This design comes from an exercise in tuning for small area on the open sky130 flow, not from production work.
Only simulation tests tie the RTL to the original design; equivalence was not proved.
Power and IR drop assume default switching activity.

==> design.v <==
package rosetta_pkg;
    localparam int LANES_DEF = 16;
    localparam int WORD_DEF  = 8;
    localparam int INST_W    = 28;
    localparam int PC_W      = 8;
    localparam int VPTR_W    = 4;
    localparam int FP_W      = 2;
    typedef enum logic [1:0] {
        OP_ADD  = 2'd0,
        OP_SUB  = 2'd1,
        OP_MUL  = 2'd2,
        OP_HALT = 2'd3
    } opcode_t;
    typedef struct packed {
        logic [VPTR_W-1:0] dst_ptr;
        logic [VPTR_W-1:0] src0_ptr;
        logic [VPTR_W-1:0] src1_ptr;
        opcode_t           op;
        logic [FP_W-1:0]   fp_shift;
        logic [11:0]       unused;
    } inst_t;
    typedef struct packed {
        logic              valid;
        logic              halt;
        opcode_t           op;
        logic [FP_W-1:0]   fp_shift;
        logic [VPTR_W-1:0] dst_ptr;
    } stage_ctx_t;
endpackage
`timescale 1ns/10ps
module rosetta_lane_alu #(
    parameter int WORD = rosetta_pkg::WORD_DEF
) (
    input  logic [WORD-1:0]               a,
    input  logic [WORD-1:0]               b,
    input  rosetta_pkg::opcode_t          op,
    input  logic [rosetta_pkg::FP_W-1:0]  fp_shift,
    output logic [WORD-1:0]               y
);
    localparam int WIDE = 2 * WORD;
    logic signed [WIDE-1:0] a_ext;
    logic signed [WIDE-1:0] b_ext;
    logic signed [WIDE-1:0] sum;
    logic signed [WIDE-1:0] diff;
    logic signed [WIDE-1:0] prod;
    logic signed [WIDE-1:0] prod_shr;
    logic signed [WIDE-1:0] pick;
    function automatic logic [WORD-1:0] saturate(input logic signed [WIDE-1:0] v);
        logic overflow;
        overflow = (v[WIDE-1:WORD-1] != {(WORD+1){v[WIDE-1]}});
        if (!overflow) begin
            saturate = v[WORD-1:0];
        end else begin
            saturate = v[WIDE-1] ? {1'b1, {(WORD-1){1'b0}}} : {1'b0, {(WORD-1){1'b1}}};
        end
    endfunction
    assign a_ext = {{WORD{a[WORD-1]}}, a};
    assign b_ext = {{WORD{b[WORD-1]}}, b};
    assign sum  = a_ext + b_ext;
    assign diff = a_ext - b_ext;
    assign prod = a_ext * b_ext;
    assign prod_shr = prod >>> fp_shift;
    always_comb begin
        case (op)
            rosetta_pkg::OP_ADD: pick = sum;
            rosetta_pkg::OP_SUB: pick = diff;
            rosetta_pkg::OP_MUL: pick = prod_shr;
            default:             pick = '0;
        endcase
    end
    assign y = saturate(pick);
endmodule
`timescale 1ns/10ps
module rosetta_vector_unit #(
    parameter int LANES = rosetta_pkg::LANES_DEF,
    parameter int WORD  = rosetta_pkg::WORD_DEF
) (
    input  logic                     clk,
    input  logic                     rst,
    input  rosetta_pkg::stage_ctx_t  ctx_msk,
    input  logic [LANES-1:0]         lane_sel_msk,
    input  logic [LANES*WORD-1:0]    am_src0_rdata,
    input  logic [LANES*WORD-1:0]    am_src1_rdata,
    output rosetta_pkg::stage_ctx_t  ctx_com,
    output logic [LANES-1:0]         lane_sel_com,
    output logic [LANES*WORD-1:0]    result,
    output logic [LANES-1:0]         nz_mask
);
    rosetta_pkg::stage_ctx_t ctx_rm;
    logic [LANES-1:0]        lane_sel_rm;
    logic [LANES*WORD-1:0]   opnd0_rm;
    logic [LANES*WORD-1:0]   opnd1_rm;
    logic [LANES*WORD-1:0]   lane_y;
    always_ff @(posedge clk) begin
        opnd0_rm <= am_src0_rdata;
        opnd1_rm <= am_src1_rdata;
    end
    always_ff @(posedge clk) begin
        if (rst) begin
            ctx_rm      <= '0;
            lane_sel_rm <= '0;
        end else begin
            ctx_rm      <= ctx_msk;
            lane_sel_rm <= lane_sel_msk;
        end
    end
    for (genvar i = 0; i < LANES; i++) begin : g_lane
        rosetta_lane_alu #(
            .WORD (WORD)
        ) u_lane_alu (
            .a        (opnd0_rm[i*WORD +: WORD]),
            .b        (opnd1_rm[i*WORD +: WORD]),
            .op       (ctx_rm.op),
            .fp_shift (ctx_rm.fp_shift),
            .y        (lane_y[i*WORD +: WORD])
        );
    end
    always_ff @(posedge clk) begin
        for (int i = 0; i < LANES; i++) begin
            result[i*WORD +: WORD] <= lane_sel_rm[i] ? lane_y[i*WORD +: WORD] : '0;
            nz_mask[i]             <= lane_sel_rm[i] & (|lane_y[i*WORD +: WORD]);
        end
    end
    always_ff @(posedge clk) begin
        if (rst) begin
            ctx_com      <= '0;
            lane_sel_com <= '0;
        end else begin
            ctx_com      <= ctx_rm;
            lane_sel_com <= lane_sel_rm;
        end
    end
endmodule
`timescale 1ns/10ps
module rosetta_fetch_decode (
    input  logic                             clk,
    input  logic                             rst,
    input  logic [rosetta_pkg::INST_W-1:0]   im_rdata,
    output logic                             im_ren,
    output logic [rosetta_pkg::PC_W-1:0]     im_ptr,
    output logic                             pam_src0_ren,
    output logic [rosetta_pkg::VPTR_W-1:0]   pam_src0_ptr,
    output logic                             pam_src1_ren,
    output logic [rosetta_pkg::VPTR_W-1:0]   pam_src1_ptr,
    output rosetta_pkg::stage_ctx_t          ctx_dec
);
    logic [rosetta_pkg::PC_W-1:0] pc;
    logic                         started;
    logic                         halted;
    logic                         dec_valid;
    logic                         dec_halt;
    logic                         dec_issue;
    rosetta_pkg::inst_t           dec_inst;
    assign im_ren = started & ~halted;
    assign im_ptr = pc;
    always_ff @(posedge clk) begin
        if (rst) begin
            pc      <= '0;
            started <= 1'b0;
        end else begin
            started <= 1'b1;
            if (im_ren) begin
                pc <= pc + 1'b1;
            end
        end
    end
    assign dec_inst  = rosetta_pkg::inst_t'(im_rdata);
    assign dec_halt  = dec_valid & (dec_inst.op == rosetta_pkg::OP_HALT);
    assign dec_issue = dec_valid & ~dec_halt;
    assign pam_src0_ren = dec_issue;
    assign pam_src0_ptr = dec_inst.src0_ptr;
    assign pam_src1_ren = dec_issue;
    assign pam_src1_ptr = dec_inst.src1_ptr;
    always_ff @(posedge clk) begin
        if (rst) begin
            dec_valid <= 1'b0;
            halted    <= 1'b0;
        end else begin
            dec_valid <= im_ren & ~dec_halt;
            if (dec_halt) begin
                halted <= 1'b1;
            end
        end
    end
    always_ff @(posedge clk) begin
        if (rst) begin
            ctx_dec <= '0;
        end else begin
            ctx_dec.valid    <= dec_valid;
            ctx_dec.halt     <= dec_halt;
            ctx_dec.op       <= dec_inst.op;
            ctx_dec.fp_shift <= dec_inst.fp_shift;
            ctx_dec.dst_ptr  <= dec_inst.dst_ptr;
        end
    end
endmodule
`timescale 1ns/10ps
module rosetta_mask_stage #(
    parameter int LANES = rosetta_pkg::LANES_DEF
) (
    input  logic                             clk,
    input  logic                             rst,
    input  rosetta_pkg::stage_ctx_t          ctx_dec,
    input  logic [rosetta_pkg::VPTR_W-1:0]   pam_src0_ptr,
    input  logic [rosetta_pkg::VPTR_W-1:0]   pam_src1_ptr,
    input  logic [LANES-1:0]                 pam_src0_rdata,
    input  logic [LANES-1:0]                 pam_src1_rdata,
    output logic                             am_src0_ren,
    output logic [rosetta_pkg::VPTR_W-1:0]   am_src0_ptr,
    output logic [LANES-1:0]                 am_src0_cs,
    output logic                             am_src1_ren,
    output logic [rosetta_pkg::VPTR_W-1:0]   am_src1_ptr,
    output logic [LANES-1:0]                 am_src1_cs,
    output rosetta_pkg::stage_ctx_t          ctx_msk,
    output logic [LANES-1:0]                 lane_sel_msk
);
    logic [rosetta_pkg::VPTR_W-1:0] src0_ptr_q;
    logic [rosetta_pkg::VPTR_W-1:0] src1_ptr_q;
    logic                           rd_en;
    logic [LANES-1:0]               lane_sel;
    always_ff @(posedge clk) begin
        src0_ptr_q <= pam_src0_ptr;
        src1_ptr_q <= pam_src1_ptr;
    end
    assign rd_en    = ctx_dec.valid & ~ctx_dec.halt;
    assign lane_sel = rd_en ? (pam_src0_rdata & pam_src1_rdata) : '0;
    assign am_src0_ren = rd_en;
    assign am_src0_ptr = src0_ptr_q;
    assign am_src0_cs  = lane_sel;
    assign am_src1_ren = rd_en;
    assign am_src1_ptr = src1_ptr_q;
    assign am_src1_cs  = lane_sel;
    always_ff @(posedge clk) begin
        if (rst) begin
            ctx_msk      <= '0;
            lane_sel_msk <= '0;
        end else begin
            ctx_msk      <= ctx_dec;
            lane_sel_msk <= lane_sel;
        end
    end
endmodule
`timescale 1ns/10ps
module rosetta_writeback #(
    parameter int LANES = rosetta_pkg::LANES_DEF,
    parameter int WORD  = rosetta_pkg::WORD_DEF
) (
    input  logic                             clk,
    input  logic                             rst,
    input  rosetta_pkg::stage_ctx_t          ctx_com,
    input  logic [LANES-1:0]                 lane_sel_com,
    input  logic [LANES*WORD-1:0]            result,
    input  logic [LANES-1:0]                 nz_mask,
    output logic                             am_dst_wen,
    output logic [rosetta_pkg::VPTR_W-1:0]   am_dst_ptr,
    output logic [LANES-1:0]                 am_dst_cs,
    output logic [LANES*WORD-1:0]            am_dst_wdata,
    output logic                             pam_dst_wen,
    output logic [rosetta_pkg::VPTR_W-1:0]   pam_dst_ptr,
    output logic [LANES-1:0]                 pam_dst_wdata,
    output logic                             done
);
    logic wr;
    assign wr = ctx_com.valid & ~ctx_com.halt;
    assign am_dst_wen    = wr;
    assign am_dst_ptr    = ctx_com.dst_ptr;
    assign am_dst_cs     = lane_sel_com;
    assign am_dst_wdata  = result;
    assign pam_dst_wen   = wr;
    assign pam_dst_ptr   = ctx_com.dst_ptr;
    assign pam_dst_wdata = nz_mask;
    always_ff @(posedge clk) begin
        if (rst) begin
            done <= 1'b0;
        end else if (ctx_com.valid && ctx_com.halt) begin
            done <= 1'b1;
        end
    end
endmodule
`timescale 1ns/10ps
module rosetta_core #(
    parameter int LANES = rosetta_pkg::LANES_DEF,
    parameter int WORD  = rosetta_pkg::WORD_DEF
) (
    input  logic                             clk,
    input  logic                             rst,
    output logic                             im_ren,
    output logic [rosetta_pkg::PC_W-1:0]     im_ptr,
    input  logic [rosetta_pkg::INST_W-1:0]   im_rdata,
    output logic                             pam_src0_ren,
    output logic [rosetta_pkg::VPTR_W-1:0]   pam_src0_ptr,
    input  logic [LANES-1:0]                 pam_src0_rdata,
    output logic                             pam_src1_ren,
    output logic [rosetta_pkg::VPTR_W-1:0]   pam_src1_ptr,
    input  logic [LANES-1:0]                 pam_src1_rdata,
    output logic                             am_src0_ren,
    output logic [rosetta_pkg::VPTR_W-1:0]   am_src0_ptr,
    output logic [LANES-1:0]                 am_src0_cs,
    input  logic [LANES*WORD-1:0]            am_src0_rdata,
    output logic                             am_src1_ren,
    output logic [rosetta_pkg::VPTR_W-1:0]   am_src1_ptr,
    output logic [LANES-1:0]                 am_src1_cs,
    input  logic [LANES*WORD-1:0]            am_src1_rdata,
    output logic                             pam_dst_wen,
    output logic [rosetta_pkg::VPTR_W-1:0]   pam_dst_ptr,
    output logic [LANES-1:0]                 pam_dst_wdata,
    output logic                             am_dst_wen,
    output logic [rosetta_pkg::VPTR_W-1:0]   am_dst_ptr,
    output logic [LANES-1:0]                 am_dst_cs,
    output logic [LANES*WORD-1:0]            am_dst_wdata,
    output logic                             done
);
    rosetta_pkg::stage_ctx_t ctx_dec;
    rosetta_pkg::stage_ctx_t ctx_msk;
    rosetta_pkg::stage_ctx_t ctx_com;
    logic [LANES-1:0]        lane_sel_msk;
    logic [LANES-1:0]        lane_sel_com;
    logic [LANES*WORD-1:0]   result;
    logic [LANES-1:0]        nz_mask;
    rosetta_fetch_decode u_fetch_decode (
        .clk          (clk),
        .rst          (rst),
        .im_rdata     (im_rdata),
        .im_ren       (im_ren),
        .im_ptr       (im_ptr),
        .pam_src0_ren (pam_src0_ren),
        .pam_src0_ptr (pam_src0_ptr),
        .pam_src1_ren (pam_src1_ren),
        .pam_src1_ptr (pam_src1_ptr),
        .ctx_dec      (ctx_dec)
    );
    rosetta_mask_stage #(
        .LANES (LANES)
    ) u_mask_stage (
        .clk            (clk),
        .rst            (rst),
        .ctx_dec        (ctx_dec),
        .pam_src0_ptr   (pam_src0_ptr),
        .pam_src1_ptr   (pam_src1_ptr),
        .pam_src0_rdata (pam_src0_rdata),
        .pam_src1_rdata (pam_src1_rdata),
        .am_src0_ren    (am_src0_ren),
        .am_src0_ptr    (am_src0_ptr),
        .am_src0_cs     (am_src0_cs),
        .am_src1_ren    (am_src1_ren),
        .am_src1_ptr    (am_src1_ptr),
        .am_src1_cs     (am_src1_cs),
        .ctx_msk        (ctx_msk),
        .lane_sel_msk   (lane_sel_msk)
    );
    rosetta_vector_unit #(
        .LANES (LANES),
        .WORD  (WORD)
    ) u_vector_unit (
        .clk           (clk),
        .rst           (rst),
        .ctx_msk       (ctx_msk),
        .lane_sel_msk  (lane_sel_msk),
        .am_src0_rdata (am_src0_rdata),
        .am_src1_rdata (am_src1_rdata),
        .ctx_com       (ctx_com),
        .lane_sel_com  (lane_sel_com),
        .result        (result),
        .nz_mask       (nz_mask)
    );
    rosetta_writeback #(
        .LANES (LANES),
        .WORD  (WORD)
    ) u_writeback (
        .clk           (clk),
        .rst           (rst),
        .ctx_com       (ctx_com),
        .lane_sel_com  (lane_sel_com),
        .result        (result),
        .nz_mask       (nz_mask),
        .am_dst_wen    (am_dst_wen),
        .am_dst_ptr    (am_dst_ptr),
        .am_dst_cs     (am_dst_cs),
        .am_dst_wdata  (am_dst_wdata),
        .pam_dst_wen   (pam_dst_wen),
        .pam_dst_ptr   (pam_dst_ptr),
        .pam_dst_wdata (pam_dst_wdata),
        .done          (done)
    );
endmodule
==> run.sh <==
#!/bin/bash
# synth_recipe.tcl (not shown) runs the flow's synth.tcl, then flattens the netlist and writes it again
# the make line also repeats each setting of config.mk as NAME=value (left out here)
make -C /OpenROAD-flow-scripts/flow DESIGN_CONFIG=/design/flow/config.mk WORK_HOME=/design/flow/orfs CLKGATE_MAP_FILE= SYNTH_SCRIPT=/design/flow/synth_recipe.tcl finish
==> config.mk <==
export PLATFORM = sky130hd
export DESIGN_NAME = rosetta_core
export DESIGN_NICKNAME = rosetta_core
export VERILOG_FILES = /design/flow/design.v
export SDC_FILE = /design/flow/constraint.sdc
export NUM_CORES = 4
export LEC_CHECK = 0
export CAP_MARGIN = 20
export CORE_MARGIN = 2
export CORE_UTILIZATION = 40
export SLEW_MARGIN = 20
==> constraint.sdc <==
create_clock -name core_clock -period 8.0 [get_ports {clk}]
set_input_delay 1.6000 -clock core_clock [delete_from_list [all_inputs] [get_ports {clk}]]
set_output_delay 1.6000 -clock core_clock [all_outputs]
set_load 0.01 [all_outputs]
==> results.txt <==
## power by group
part	internal [mW]	switching [mW]	total [mW]	leakage [nW]
sequential	2.60	0.215	2.81	4.17
combinational	6.97	9.64	16.6	31.3
clock	1.65	1.25	2.90	1.00
## cell families (layout without fill, tap and decap cells)
kind of cell | after synthesis | after routing
flip-flops | 504 | 504
XOR/XNOR | 311 | 311
adder cells (fa/ha/maj) | 1649 | 1649
AND/OR/NAND/NOR | 2162 | 2162
multiplexers | 133 | 133
buffers and inverters | 1754 | 2230
AO/OA/AOI/OAI | 1572 | 1572
other | 0 | 20
## routing by layer
metal  global-route usage [%]  wire length (um)  vias to the layer above
met5                        0                38                        -
met4                    11.45             10930                        6
met3                    2.389              9298                      323
met2                    39.85             99580                     1427
met1                    31.40             92760                    28120
li1                         -                 -                    27180
## flip-flops by register name (all words and copies together), names as in the netlist, 4 cells and up
register                    count
u_fetch_decode.ctx_dec         10
u_fetch_decode.pc               8
u_mask_stage.ctx_msk           10
u_mask_stage.lane_sel_msk      16
u_mask_stage.src0_ptr_q         4
u_mask_stage.src1_ptr_q         4
u_vector_unit.ctx_com           6
u_vector_unit.ctx_rm           10
u_vector_unit.lane_sel_com     16
u_vector_unit.lane_sel_rm      16
u_vector_unit.nz_mask          16
u_vector_unit.opnd0_rm        128
u_vector_unit.opnd1_rm        128
u_vector_unit.result          128
## stage by stage
step,setup WS [ns],instance area [um^2]
after floorplan,2.462,69250
after global placement,1.717,76930
after detailed placement,1.628,76930
after CTS,1.582,79000
after global routing,1.159,79050
final,1.435,79050
## path summary, 6_finish.rpt
| path | endpoint | slack (ns) | cells past startpoint |
|---|---|---|---|
| worst min register to register | u_mask_stage.ctx_msk[6]$_SDFF_PP0_ | 0.44 | 1 |
| worst max-delay path | u_vector_unit.result[112]$_SDFF_PN0_ | 1.44 | 17 |
| worst max register to register | u_vector_unit.result[112]$_SDFF_PN0_ | 1.44 | 17 |
| worst min-delay path | u_mask_stage.ctx_msk[6]$_SDFF_PP0_ | 0.44 | 1 |
## cell usage in the layout (no fill, tap or decap), drive strengths merged, types with 54 or more instances in the layout
master and instances:
a211oi 79, a21o 113, a21oi 423, a31oi 57, and2 295, and3 54
clkbuf 77, clkdlybuf4s50 536, dfxtp 504, fa 912, ha 737, inv 1555
mux2i 100, nand2 644, nand2b 92, nand3 77, nor2 607, nor2b 130
nor3 103, o21a 69, o21ai 344, xnor2 242, xor2 68
## layout make-up
type                    count  share of cell area [%]
multi-input cells        5827                   66.36
diodes                     20                 0.06331
inverters                1544                   7.343
clock inverters            35                  0.5065
well taps                2310                   3.656
repair buffers            574                   7.180
clock buffers              77                   2.110
flip-flops and latches    504                   12.78
==> impl_summary.txt <==
----------------------------------------------------
[Status]
  Run status ... finished clean

[Clock tree]
  CTS Root Cell ... clkbuf_16
  # resized after CTS ... 0
  Clock transition at path regs ... about 0.060 ns
  CTS H-tree depth ... 2
  Number of hold buffers added after cts ... 0
  TritonCTS Buffers ... slightly above 60
  Worst-case clock buffer depth ... 3
  TritonCTS clock tree ... built
  Number of clock sinks ... 504
  Setup repair bufs after CTS ... 0
  Clock latency at the later pin of the worst-skew pair ... around 0.72 ns

[Yosys]
  Simple-Gate Fraction of Synth Area ... 14.92%
  Post-synthesis share of cell area spent on xor and xnor gates ... about 4.0%
  Synthesized flop and latch total ... 504
  Main combinational cell family by area after synthesis ... adder cells
  Compound-Gate Fraction of Synth Area ... 14.87%
  Ys flop type ... dfxtp_1
  Largest cells by area after synthesis ... fa_1 (26%), dfxtp_1 (15%), ha_1 (13%), inv_1 (8.3%), nand2_1 (3.5%)
  Synthesized Nets ... about 10k
  Share of the synthesized area in the top cell type ... 26.36%
  Share of synthesized flip-flops with an asynchronous set or reset ... 0%
  List of most frequent post-synthesis cells ... inv_1 (1540), fa_1 (912), ha_1 (737), nand2_1 (644), nor2_1 (607)
  Number of enable-type register cells in the synthesized netlist ... 0
  Share of synthesized area occupied by flip-flops and latches ... between 10% and 20%
  Gate Count Post-Synth ... 8085
  Yosys warning count ... 5
  Cell taking the most area after synthesis ... fa_1
  Most frequently used cell type in the post-synthesis netlist ... inv_1
  Area of the mapped netlist ... around 0.069 mm^2
  Average footprint of a synthesized cell ... 8.565 um^2
  Share of synthesized cell area in full adder, half adder and majority cells ... between 30 and 40%
  Count of unique library cells instantiated by Yosys ... 105
  Mux share of post-synthesis cell area ... 2.275%

[Worst setup path]
  Crit-path slowest cell ... o41ai_1
  Nature of the critical path endpoint ... flop
  Worst Path Buf+Inv ... 2
  Kind of cell adding the most delay to the critical path ... adder cells
  Critical register-to-register path startpoint ... u_vector_unit.opnd1_rm[116]$_DFF_P_
  Worst setup path class ... flop to flop
  Cell occurring most often along the worst timing path ... fa_1
  Critical Path RT ... 8.65 ns
  Critical-path cell list ... ha_1 -> inv_1 -> fa_1 -> fa_1 -> fa_1 -> fa_1 -> inv_1 -> ha_1 -> or4_1 -> a2111oi_0 -> o21ai_1 -> nand2_1 -> o21ai_0 -> a2111o_1 -> o41ai_1 -> o211ai_1 -> o21ai_1
  Crit start category ... flop
  Data arrival time of the worst path ... 7.22 ns
  Launching instance or port of the critical path ... u_vector_unit.opnd1_rm[116]$_DFF_P_
  Critical path fanouts, max ... 8
  Largest stage delay on the critical path ... 0.85 ns

[Floorplan]
  Horizontal die dimension ... around 420 um
  Core Region ... 0.1717 mm^2
  Die Outline Area ... 0.1765 mm^2
  Chip Height ... 420.1 um
  IO Pins ... 550
  Site row count ... around 150
  Initial standard-cell utilization of the core ... between 40% and 50%

[Global route]
  Global-route congestion overflow total ... 0
  Pin count of the biggest net entering global routing ... between 100 and 150
  Number of antenna violations at the first check in global routing ... 13
  Via count of the first global-routing pass ... 58.71k
  Global-route wire length before repair ... 331900 um
  Tot GR Track Use ... 24.03%

[Layout]
  Final Instance Count excl. Fillers ... 10.89k
  Area of the multi-input gates ... 0.05246 mm^2
  Share of final-layout standard cells stronger than drive strength 1 ... 2.710%
  Net count reported at finish ... 10.48k
  Final standard cell utilization of the core ... between 40% and 50%
  Sequential Area ... slightly above 0.01 mm^2
  Area growth from synthesis to layout ... 14.15%
  Fill count ... between 15k and 20k

[Drt]
  Number of vias in the routed layout ... 57.05k
  Overall routed net length ... 212600 um
  Routed Antenna Nets ... 0
  Drt via density ... 5.238
  Routed length per instance ... 19.52 um
  Initial DRC Count ... 3646
  Residual DRC count ... 0
  Number of optimization iterations in the first detailed-route pass ... 6

[Place]
  Placer congestion estimate ... approximately 0.95
  Post-DP HPWL ... 172000 um
  Total placed cells including tap cells ... 10.76k
  Port Buffer Count ... 537

[STA]
  Time the worst path needs with I/O delays and setup ... ~6.6 ns
  Count of final setup violators ... 0
  Total Negative Setup Slacks ... 0 ns
  Max-slew violation total from the final report ... 0
  RSZ-0062 raised after global routing ... no
  Period utilization ... 82.06%
  Final Hold Viols ... 0
  Slew @ Worst Pin ... 1.044 ns
  Achievable clock frequency ... 152.3 MHz
  Final worst clock skew ... 0.03582 ns
  Minimum hold slack ... roughly 0.44 ns
  Rel. slew slack ... 29.46%

[Pwr]
  Leakage power ... approximately 36 nW
  Power Density ... roughly 280 mW/mm^2
  Total power ... 22.33 mW
  Largest voltage drop on the vdd net ... 0.1979 mV

[Worst hold path]
  Classification of the worst-slack hold path ... flop to flop
  Hold path startpoint ... u_fetch_decode.ctx_dec[6]$_SDFF_PP0_

[Run]
  Total of max-cap violations ... 0

----------------------------------------------------

port drivers added, routing unchanged:
The flow's constraints put no driver on any port. The routed layout listed below was extracted and timed again, unchanged, in two steps. Step 1, drivers: a clkbuf_16 drives clk and a buf_2 each remaining input, both assumed. Step 2 moves the port delays by t, midway between the first and last clock arrival at a register: inputs arrive t later, outputs are due t later. That takes back most of the time a late clock gives input paths. a / b / c = ideal / step 1 / step 2; a / b = the first two.
shift t [ns]: 0.796
setup WS [ns]: 1.435 / 1.435 / 1.435
clock arrival spread, ns: 0.049 / 0.049
worst data-port slew with drivers (ns): 0.20
After both steps setup and hold are still met in this run. The setup slack of this run moves by 0.000 ns with the drivers and by 0.000 ns with both steps.
